Context: an optimization exercise on an open-source flow, tuned for small area, a short achievable clock period and few clock cycles. The choices shown serve that exercise and are no tape-out recipe.
In this exercise RTL edits were held to simulation tests only and were not proved equivalent to the original.

## flow/design.v (module list and top-level ports; edited modules follow where they fit)
// module izh_neuron_array: 2102 lines
// module izh_fa: 4 lines
// module izh_ha: 4 lines
// module izh_gp: 4 lines
// module izh_g: 3 lines
module izh_neuron_array #(
   parameter int N           = 16,
   parameter int V_WIDTH     = 20,
   parameter int FR_WIDTH    = 11,
   parameter int DT_SHIFT    = 2,
   parameter int COUNT_WIDTH = 8
) (
   input  logic                      clk,
   input  logic                      reset,
   input  logic                      start,
   input  logic [2*N-1:0]            mode,
   input  logic [N*V_WIDTH-1:0]      synin,
   input  logic [$clog2(N)-1:0]      probe_sel,
   output logic                      busy,
   output logic                      done,
   output logic [N-1:0]              spikes,
   output logic signed [V_WIDTH-1:0] vout,
   output logic signed [V_WIDTH-1:0] uout,
   output logic [COUNT_WIDTH-1:0]    spike_cnt
);
  // ...
==> flow/run.sh <==
#!/bin/bash
# synth_recipe.tcl (not shown) runs the flow's synth.tcl, then flattens the netlist and writes it again
# the make line also repeats each setting of config.mk as NAME=value (left out here)
make -C /OpenROAD-flow-scripts/flow DESIGN_CONFIG=/design/flow/config.mk WORK_HOME=/design/flow/orfs CLKGATE_MAP_FILE= SYNTH_SCRIPT=/design/flow/synth_recipe.tcl finish
==> flow/config.mk <==
export PLATFORM = sky130hd
export DESIGN_NAME = izh_neuron_array
export DESIGN_NICKNAME = izh_neuron_array
export VERILOG_FILES = /design/flow/design.v
export SDC_FILE = /design/flow/constraint.sdc
export NUM_CORES = 4
export LEC_CHECK = 0
export CAP_MARGIN = 20
export CORE_MARGIN = 2
export CORE_UTILIZATION = 50
export SLEW_MARGIN = 20
export SYNTH_HIERARCHICAL = 1
export SYNTH_MINIMUM_KEEP_SIZE = 0
==> flow/constraint.sdc <==
create_clock -name core_clock -period 21.0 [get_ports {clk}]
set_input_delay 4.2000 -clock core_clock [delete_from_list [all_inputs] [get_ports {clk}]]
set_output_delay 4.2000 -clock core_clock [all_outputs]
set_load 0.01 [all_outputs]
==> run summary, run 1 <==
* Sequential area share after synthesis at between 10 and 15%
* Number of flops mapped to enable cells by yosys at 1
* Hold/Removal Path Class: flop to flop
* Worst setup margin at roughly 14 ns
* Max Cap Viol at 0
* P&R area growth vs syn at 9.174%
* Global Route met2 Usage at a little under three fifths
* Fin util at a little over half
* DP HPWL at 607900 um
* YS warnings at 55
* Mapped Area at approximately 200000 um^2
* Initial Util at roughly 50%
* Core Box Area at between 300000 and 400000 um^2
* Critical Path Start Type: flop
* Number of global-route vias before repair at about 160k
* Worst r2r src: w0[1][6]$_SDFF_PP0_
* Commonest non-fill, non-tap cell in the layout: fa_1
* Vert. Die Dim at ~640 um
* Multi-input logic area at 164500 um^2
* Hold Path Cell Cnt at 0
* Via count at ~150k
* CTS Hold Buffers Added at 0
* Worst setup EP type: output port
* Top sig layer: met5
* Fraction of area in registers at between 10% and 20%
* Arr. time, crit path at ~3.3 ns
* All-Layer GR Usage at between 30% and 40%
* Synthesized area per cell at about 10 um^2
* Slowest cell on the critical path: edfxtp_1
* Area-dominant class: multi-input combinational cells
* Status: timing/DRC/antenna clean
* Num rows at 232
* Adder-cell area share of the yosys netlist at 47.89%
* Most instantiated library cell after synthesis: fa_1
* Met1 GRT Util at between 40 and 50%
* Routed Wire Length at 727400 um
* Filler cells at 36150
* Setup TNS at 0 ns
* Antenna violations before repair at between 70 and 80
* Well tap count at 5265
Testbench counts, summed over its fixed seeds: cycles 32,000.
==> run 2: changes to the inputs <==
--- a/flow/config.mk
+++ b/flow/config.mk
@@ -8,6 +8,8 @@
 export CAP_MARGIN = 20
 export CORE_MARGIN = 2
 export CORE_UTILIZATION = 50
+export CTS_CLUSTER_DIAMETER = 100
+export CTS_CLUSTER_SIZE = 30
 export SLEW_MARGIN = 20
 export SYNTH_HIERARCHICAL = 1
 export SYNTH_MINIMUM_KEEP_SIZE = 0
==> run summary, run 2 <==
* Worst path bufs/invs at 2 (unchanged)
* Synthesized area per cell at 10.05 um^2 (unchanged)
* CTS sink count at 1460 (unchanged)
* H-tree depth at 3 (was 4)
* Hold/Removal Path Class: flop to flop (unchanged)
* Achievable Freq at 0.1324 GHz (was 0.1340 GHz)
* GPL Wtd Cong at 1.059 (unchanged)
* CTS Hold Buffers Added at 0 (unchanged)
* CTS tree: yes (unchanged)
* Buffer depth of the longest clock path at 4 (unchanged)
* Gr ovfl total at 0 (unchanged)
* Largest registers: za0: 200 flops, zb0: 200 flops, w0: 168 flops (unchanged)
* Final setup vio count at 0 (unchanged)
* Crit path to: spikes[6] (was spikes[14])
* Clock Skew at 0.09384 ns (was 0.08258 ns)
* Synth unique cells at 99 (unchanged)
* P&R area growth vs syn at 8.128% (was 9.174%)
* Via count at 151100 (was 152100)
* Commonest cells after routing, fill and taps aside: fa_1, ha_1, and2_1 (unchanged)
* Worst reg2reg path depth at 23 (was 19)
* Final Instance Area at 216900 um^2 (was 219000 um^2)
* Synth top area cells: fa_1, dfxtp_1, ha_1, and2_1, a21o_1 (unchanged)
* Worst setup EP type: output port (unchanged)
* Commonest non-fill, non-tap cell in the layout: fa_1 (unchanged)
* Most instantiated library cell after synthesis: fa_1 (unchanged)
* Final Hold Viols at 0 (unchanged)
* Global-route wire length before repair at 1072000 um (was 1076000 um)
* Non-filler cells in the finished layout at 25600 (was 25740)
* FF-to-FF End: u1[4][18]$_SDFF_PP1_ (was u1[1][17]$_SDFF_PP1_)
* Register bit count reported by yosys at 1460 (unchanged)
* Critical path depth at 3 (unchanged)
* Nets at 26220 (was 26300)
* Initial DRC Count at 12560 (was 12790)
* Routed Wire Length at 724000 um (was 727400 um)
* Status: timing/DRC/antenna clean (unchanged)
* Die area at 406300 um^2 (unchanged)
* Number of flops mapped to enable cells by yosys at 1 (unchanged)
* Mapped Area at 200600 um^2 (unchanged)
* Num ports at 425 (unchanged)
* Post-synthesis mux area share at 2.356% (unchanged)
* Sequential area share after synthesis at 14.58% (unchanged)
* CP startpoint: g0$_DFFE_PP_ (unchanged)
* Final Hold Slack at 0.3659 ns (was 0.3664 ns)
* Critical Path Start Type: flop (unchanged)
* RSZ-0062 raised after global routing: no (unchanged)
* Number of global-route vias before repair at 156500 (was 157400)
* Setup TNS at 0 ns (unchanged)
* Top sig layer: met5 (unchanged)
* Actual slew at the worst max-slew pin at 1.290 ns (was 1.391 ns)
* Inserted Clock Buffers at 115 (was 195)
* Core Box Area at 399400 um^2 (unchanged)
* Layout cells sized above 1 at 4.737% (was 5.282%)
* Top cell type's share of synthesized area at 33.77% (unchanged)
* DR WL met3 at 52250 um (was 52700 um)
* All-Layer GR Usage at 35.97% (was 36.10%)
* Clk latency of the worst-skew pair at 1.00 ns (was 0.99 ns)
* Period utilisation layout at 35.95% (was 35.55%)
* Crit-path leading delay family: buffers and inverters (unchanged)
* Postcts setup bufs at 0 (unchanged)
* Fin util at 54.30% (was 54.83%)
* Relative slew slack at 11.74% (was 6.624%)
* Num rows at 232 (unchanged)
* Slowest cell on the critical path: edfxtp_1 (unchanged)
* IO Port Bufs at 424 (unchanged)
* Post-Synth Simple-Gate Area at 14.66% (unchanged)
* Compound-cell area share of the yosys netlist at 12.91% (unchanged)
* Fin crit period at 7.550 ns (was 7.465 ns)
* Worst r2r src: w0[4][2]$_SDFF_PP0_ (was w0[1][6]$_SDFF_PP0_)
* Initial Util at 50.22% (unchanged)
* Filler cells at 36340 (was 36150)
* Hold Path Cell Cnt at 0 (unchanged)
* DRC Markers at 0 (unchanged)
* Chip width at 637.4 um (unchanged)
* Clock-pin slew on the worst setup and hold paths at 0.11 ns (was 0.06 ns)
* Via density at 5.902 (was 5.907)
* Adder-cell area share of the yosys netlist at 47.89% (unchanged)
* Arr. time, crit path at 3.35 ns (was 3.26 ns)
* Crit-path cells: buf_4 > mux2_2 > clkdlybuf4s50_1 (unchanged)
* Vert. Die Dim at 637.4 um (unchanged)
* Placed Cells incl. Taps at 25360 (unchanged)
* Critical path class: flop to output port (unchanged)
* Cell taking the most area after synthesis: fa_1 (unchanged)
* Pre-antenna DRT Iters at 6 (was 8)
* Pin count of the biggest net entering global routing at 152 (unchanged)
* DP HPWL at 607900 um (unchanged)
* Pins Over Slew Limit at 0 (unchanged)
* Reg area at 29270 um^2 (unchanged)
* Critical path's largest stage delay at 0.79 ns (was 0.73 ns)
* Post-Synthesis Cells at 19960 (unchanged)
* Met1 Wirelength at 307600 um (was 309300 um)
* CTS resizes at 0 (unchanged)
* Root Driver: clkbuf_16 (unchanged)
* Antenna violations before repair at 72 (was 73)
* Worst reg2reg setup slack at 14.10 ns (was 14.12 ns)
* Max Cap Viol at 0 (unchanged)
* Wire per inst at 28.28 um (was 28.26 um)
* Post-synthesis async set-or-reset flop share at 0% (unchanged)
* Met2 WL at 319300 um (was 320300 um)
* YS warnings at 55 (unchanged)
* Top cells by count, synth: fa_1, ha_1, and2_1, nor2_1, dfxtp_1 (unchanged)
* Synth Area in XOR/XNOR at 3.836% (unchanged)
* Multi-input logic area at 164500 um^2 (about the same)
* Placed cell area at 212000 um^2 (unchanged)
* Crit path max fanout at 9 (unchanged)
* Prevailing post-synth register cell: dfxtp_1 (unchanged)
* Detail Route Antenna Nets at 0 (unchanged)
* Largest family of logic cells by synthesized area: adder cells (unchanged)
* Data required time of the worst path at 16.80 ns (about the same)
==> run 2: changes by cell type in the layout (fill, tap and decap cells not counted), sizes merged <==
| cell | before | now |
|---|---|---|
| bufinv | 27 | 3 |
| clkbuf | 250 | 121 |
| clkinv | 60 | 62 |
| clkinvlp | 16 | 1 |
| inv | 1265 | 1294 |
==> run 2: logic make-up after synthesis <==
family                     count (synthesis)
muxes                                    432
AOI/OAI and AO/OA                       3833
and+or+nand+nor                         5707
other                                      2
DFF                                     1460
adders and majority gates               5648
xor gates and xnor gates                 873
buffers and inverters                   2007
==> run 2: worst min path at each step <==
stage	startpoint	to	slack [ns]
after floorplan	sq1[0]$_DFF_P_	sq0[0]$_DFF_P_	0.34
after global placement	sq1[4]$_DFF_P_	sq0[4]$_DFF_P_	0.35
after detailed placement	sq1[4]$_DFF_P_	sq0[4]$_DFF_P_	0.36
after CTS	sq1[4]$_DFF_P_	sq0[4]$_DFF_P_	0.37
after global routing	sq1[4]$_DFF_P_	sq0[4]$_DFF_P_	0.38
final	sq1[4]$_DFF_P_	sq0[4]$_DFF_P_	0.37
==> run 2: final cells by class <==
type	count	area share, %
repair buffers	772	3.197
flip-flops and latches	1460	13.50
diodes	29	0.03346
inverters	1270	2.202
well taps	5265	3.037
multi-input cells	16600	75.83
clock inverters	90	0.8520
clock buffers	121	1.351
==> run 2: stage by stage <==
stage | worst slack [ns]
finish | 13.45
global placement | 12.68
CTS | 13.34
detailed placement | 12.68
floorplan | 14.32
global route | 13.40
==> run 2: modules after synthesis (local to each module, per instance) <==
| module | cell area [um^2] | times used |
|---|---|---|
| izh_neuron_array | 107700 | 1 |
| izh_gp | 13.76 | 704 |
| izh_g | 7.507 | 240 |
| izh_ha | 12.51 | 1144 |
| izh_fa | 20.02 | 3352 |
==> run 2: worst register-to-register path, stage by stage (launching register included) <==
cell and delay, ns:
dfxtp_1 0.44, ha_1 0.27, ha_1 0.34, nor2b_1 0.14, o21ai_0 0.22, a21boi_1 0.17, o211ai_1 0.27, a31oi_1 0.20
a311oi_1 0.76, o21bai_1 0.12, a21oi_1 0.28, o21ai_0 0.12, a21o_1 0.19, xor2_1 0.37, fa_1 0.50, ha_1 0.36
nand2_1 0.07, a211oi_1 0.39, o31ai_1 0.24, o21ai_1 0.39, a21oi_1 0.21, o31ai_1 0.39, and4_1 0.24, nor3_1 0.05
==> run 2: per-layer routing <==
metal	vias to the layer above	GRT usage (%)
li1	67810	-
met1	77270	48.82
met2	4880	55.63
met3	1131	6.172
met4	36	17.88
met5	-	0
==> run 3: changes to the inputs <==
==> flow/config.mk (replaced) <==
export PLATFORM = sky130hd
export DESIGN_NAME = izh_neuron_array
export DESIGN_NICKNAME = izh_neuron_array
export VERILOG_FILES = /design/flow/design.v
export SDC_FILE = /design/flow/constraint.sdc
export NUM_CORES = 4
export LEC_CHECK = 0
export CAP_MARGIN = 40
export CORE_MARGIN = 2
export CORE_UTILIZATION = 50
export SLEW_MARGIN = 50
export SYNTH_HIERARCHICAL = 1
export SYNTH_MINIMUM_KEEP_SIZE = 0
==> run summary, run 3 <==
* Initial DRC Count at 12360 (was 12560)
* Via count at 152300 (was 151100)
* Hold Path Cell Cnt at 0 (unchanged)
* Synth top area cells: fa_1, dfxtp_1, ha_1, and2_1, a21o_1 (unchanged)
* All-Layer GR Usage at 36.12% (was 35.97%)
* Pin count of the biggest net entering global routing at 132 (was 152)
* Period utilisation layout at 35.53% (was 35.95%)
* Core Box Area at 399400 um^2 (unchanged)
* RSZ-0062 raised after global routing: no (unchanged)
* CTS sink count at 1460 (unchanged)
* Arr. time, crit path at 3.26 ns (was 3.35 ns)
* DP HPWL at 609100 um (was 607900 um)
* Most instantiated library cell after synthesis: fa_1 (unchanged)
* Critical path depth at 3 (unchanged)
* Post-synthesis async set-or-reset flop share at 0% (unchanged)
* Synth unique cells at 99 (unchanged)
* Sequential area share after synthesis at 14.58% (unchanged)
* Crit path max fanout at 9 (unchanged)
* Synthesized area per cell at 10.05 um^2 (unchanged)
* Fin crit period at 7.461 ns (was 7.550 ns)
* Vert. Die Dim at 637.4 um (unchanged)
* Antenna violations before repair at 66 (was 72)
* Num ports at 425 (unchanged)
* Final Hold Viols at 0 (unchanged)
* Commonest cells after routing, fill and taps aside: fa_1, ha_1, and2_1 (unchanged)
* Crit-path cells: buf_4 > mux2_2 > clkdlybuf4s50_1 (unchanged)
* Slowest cell on the critical path: edfxtp_1 (unchanged)
* Actual slew at the worst max-slew pin at 0.8277 ns (was 1.290 ns)
* Commonest non-fill, non-tap cell in the layout: fa_1 (unchanged)
* GPL Wtd Cong at 1.059 (unchanged)
* Worst reg2reg path depth at 24 (was 23)
* Top cell type's share of synthesized area at 33.77% (unchanged)
* Setup TNS at 0 ns (unchanged)
* Prevailing post-synth register cell: dfxtp_1 (unchanged)
* Inserted Clock Buffers at 195 (was 115)
* Status: timing/DRC/antenna clean (unchanged)
* Via density at 5.911 (was 5.902)
* Achievable Freq at 0.1340 GHz (was 0.1324 GHz)
* Met1 Wirelength at 307700 um (was 307600 um)
* Top sig layer: met5 (unchanged)
* Postcts setup bufs at 0 (unchanged)
* Chip width at 637.4 um (unchanged)
* DR WL met3 at 54350 um (was 52250 um)
* Worst path bufs/invs at 2 (unchanged)
* Root Driver: clkbuf_16 (unchanged)
* Post-Synthesis Cells at 19960 (unchanged)
* Worst setup EP type: output port (unchanged)
* Placed Cells incl. Taps at 25370 (was 25360)
* Global-route wire length before repair at 1077000 um (was 1072000 um)
* Gr ovfl total at 0 (unchanged)
* Multi-input logic area at 165400 um^2 (was 164500 um^2)
* Pre-antenna DRT Iters at 6 (unchanged)
* Final setup vio count at 0 (unchanged)
* YS warnings at 55 (unchanged)
* Relative slew slack at 44.23% (was 11.74%)
* Wire per inst at 28.20 um (was 28.28 um)
* Mapped Area at 200600 um^2 (unchanged)
* Critical path class: flop to output port (unchanged)
* Number of flops mapped to enable cells by yosys at 1 (unchanged)
* Clock Skew at 0.08590 ns (was 0.09384 ns)
* Cell taking the most area after synthesis: fa_1 (unchanged)
* Number of global-route vias before repair at 157500 (was 156500)
* Die area at 406300 um^2 (unchanged)
* Top cells by count, synth: fa_1, ha_1, and2_1, nor2_1, dfxtp_1 (unchanged)
* Largest registers: za0: 200 flops, zb0: 200 flops, w0: 168 flops (unchanged)
* Layout cells sized above 1 at 6.249% (was 4.737%)
* CTS resizes at 0 (unchanged)
* Critical Path Start Type: flop (unchanged)
* Hold/Removal Path Class: flop to flop (unchanged)
* Max Cap Viol at 0 (unchanged)
* DRC Markers at 0 (unchanged)
* Buffer depth of the longest clock path at 4 (unchanged)
* Met2 WL at 318400 um (was 319300 um)
* H-tree depth at 4 (was 3)
* Initial Util at 50.22% (unchanged)
* Register bit count reported by yosys at 1460 (unchanged)
* Crit-path leading delay family: buffers and inverters (unchanged)
* Pins Over Slew Limit at 0 (unchanged)
* IO Port Bufs at 424 (unchanged)
* Num rows at 232 (unchanged)
* Routed Wire Length at 726700 um (was 724000 um)
* Clock-pin slew on the worst setup and hold paths at 0.06 ns (was 0.11 ns)
* Data required time of the worst path at 16.80 ns (about the same)
* Detail Route Antenna Nets at 0 (unchanged)
* CTS Hold Buffers Added at 0 (unchanged)
* P&R area growth vs syn at 9.751% (was 8.128%)
* Critical path's largest stage delay at 0.74 ns (was 0.79 ns)
* CTS tree: yes (unchanged)
* Non-filler cells in the finished layout at 25770 (was 25600)
* Nets at 26320 (was 26220)
* Reg area at 29340 um^2 (was 29270 um^2)
* Filler cells at 36030 (was 36340)
* Clk latency of the worst-skew pair at 0.98 ns (was 1.00 ns)
[run 3: cell counts after synthesis]
No cell type changed its count.
[run 3: cells by family (layout without fill, tap and decap cells)]
logic type / after synthesis / count (layout) / share of synthesized area [%]
flops: 1460 / 1460 / 14.58
buf+inv: 2007 / 2410 / 3.757
xor+xnor: 873 / 873 / 3.836
mux: 432 / 432 / 2.356
compound gates: 3833 / 3833 / 12.91
other cells: 2 / 144 / 0.003744
simple gates: 5707 / 5707 / 14.66
fa+ha+maj: 5648 / 5648 / 47.89
[run 3: per-module statistics from Yosys (local to each module, per instance)]
module | cell area (um^2) | copies in the design
izh_fa | 20.02 | 3352
izh_g | 7.507 | 240
izh_gp | 13.76 | 704
izh_ha | 12.51 | 1144
izh_neuron_array | 107700 | 1
[run 3: area by class of cell]
type / instances / area share (%)
multi-input combinational: 16600 / 75.14
clock inverter: 100 / 0.5706
sequential: 1460 / 13.33
timing repair buffer: 785 / 3.278
clock buffer: 255 / 2.474
inverter: 1270 / 2.169
tap: 5265 / 2.992
antenna: 40 / 0.04547
[run 3: per-layer routing]
metal | vias up | track usage, %
li1 | 68170 | -
met1 | 77640 | 48.97
met2 | 5284 | 55.59
met3 | 1216 | 6.271
met4 | 26 | 18.56
met5 | - | 0
[run 3: metrics by stage]
stage / worst slack (ns) / cell area, um^2 / util, % / hold slack [ns]
floorplan: 14.32 / 201000 / - / 0.3422
global placement: 12.68 / 212000 / 53.07 / 0.3527
detailed placement: 13.19 / 213100 / 53.35 / 0.3579
CTS: 13.38 / 219800 / 55.03 / 0.3676
global route: 13.48 / 220100 / 55.10 / 0.3824
finish: 13.54 / 220200 / 55.12 / 0.3677
[run 3: path summary, 6_finish.rpt]
kind / startpoint / slack [ns] / end
setup reg to reg: w0[2][4]$_SDFF_PP0_ / 14.17 / u1[2][19]$_SDFF_PP1_
setup / recovery: g0$_DFFE_PP_ / 13.54 / spikes[6]
hold reg to reg: sq1[4]$_DFF_P_ / 0.37 / sq0[4]$_DFF_P_
hold / removal: sq1[4]$_DFF_P_ / 0.37 / sq0[4]$_DFF_P_

static timing again, ports no longer ideal:
How much do the figures lean on ideal ports? The routed layouts below were timed once more, with nothing changed but the port constraints. Step 1 sets driving cells, clkbuf_16 on the clock port and buf_2 on the other inputs (assumed; they add their load-dependent delay and slew). Step 2 also shifts input and output timing later by t, the mid clock arrival at the registers, as if the neighbouring blocks saw the same clock. Slacks: no drivers / after step 1 / after step 2; pairs: no drivers / after step 1.
| run | shift t [ns] | slack for setup (ns) | worst setup path at the end | clock arrival spread, ns | worst register clock-pin slew, ns |
|---|---|---|---|---|---|
| run 1 | 1.058 | 13.535 / 13.426 / 12.618 | input to register | 0.083 / 0.083 | 0.08 / 0.08 |
| run 2 | 1.070 | 13.450 / 13.331 / 12.581 | input to register | 0.105 / 0.106 | 0.12 / 0.12 |
| run 3 | 1.065 | 13.539 / 13.418 / 13.188 | input to register | 0.091 / 0.090 | 0.08 / 0.08 |
After both steps every run listed still meets setup and hold. For run 1, which loses most, drivers alone change the setup slack by -0.109 ns; drivers and shift together by -0.917 ns.
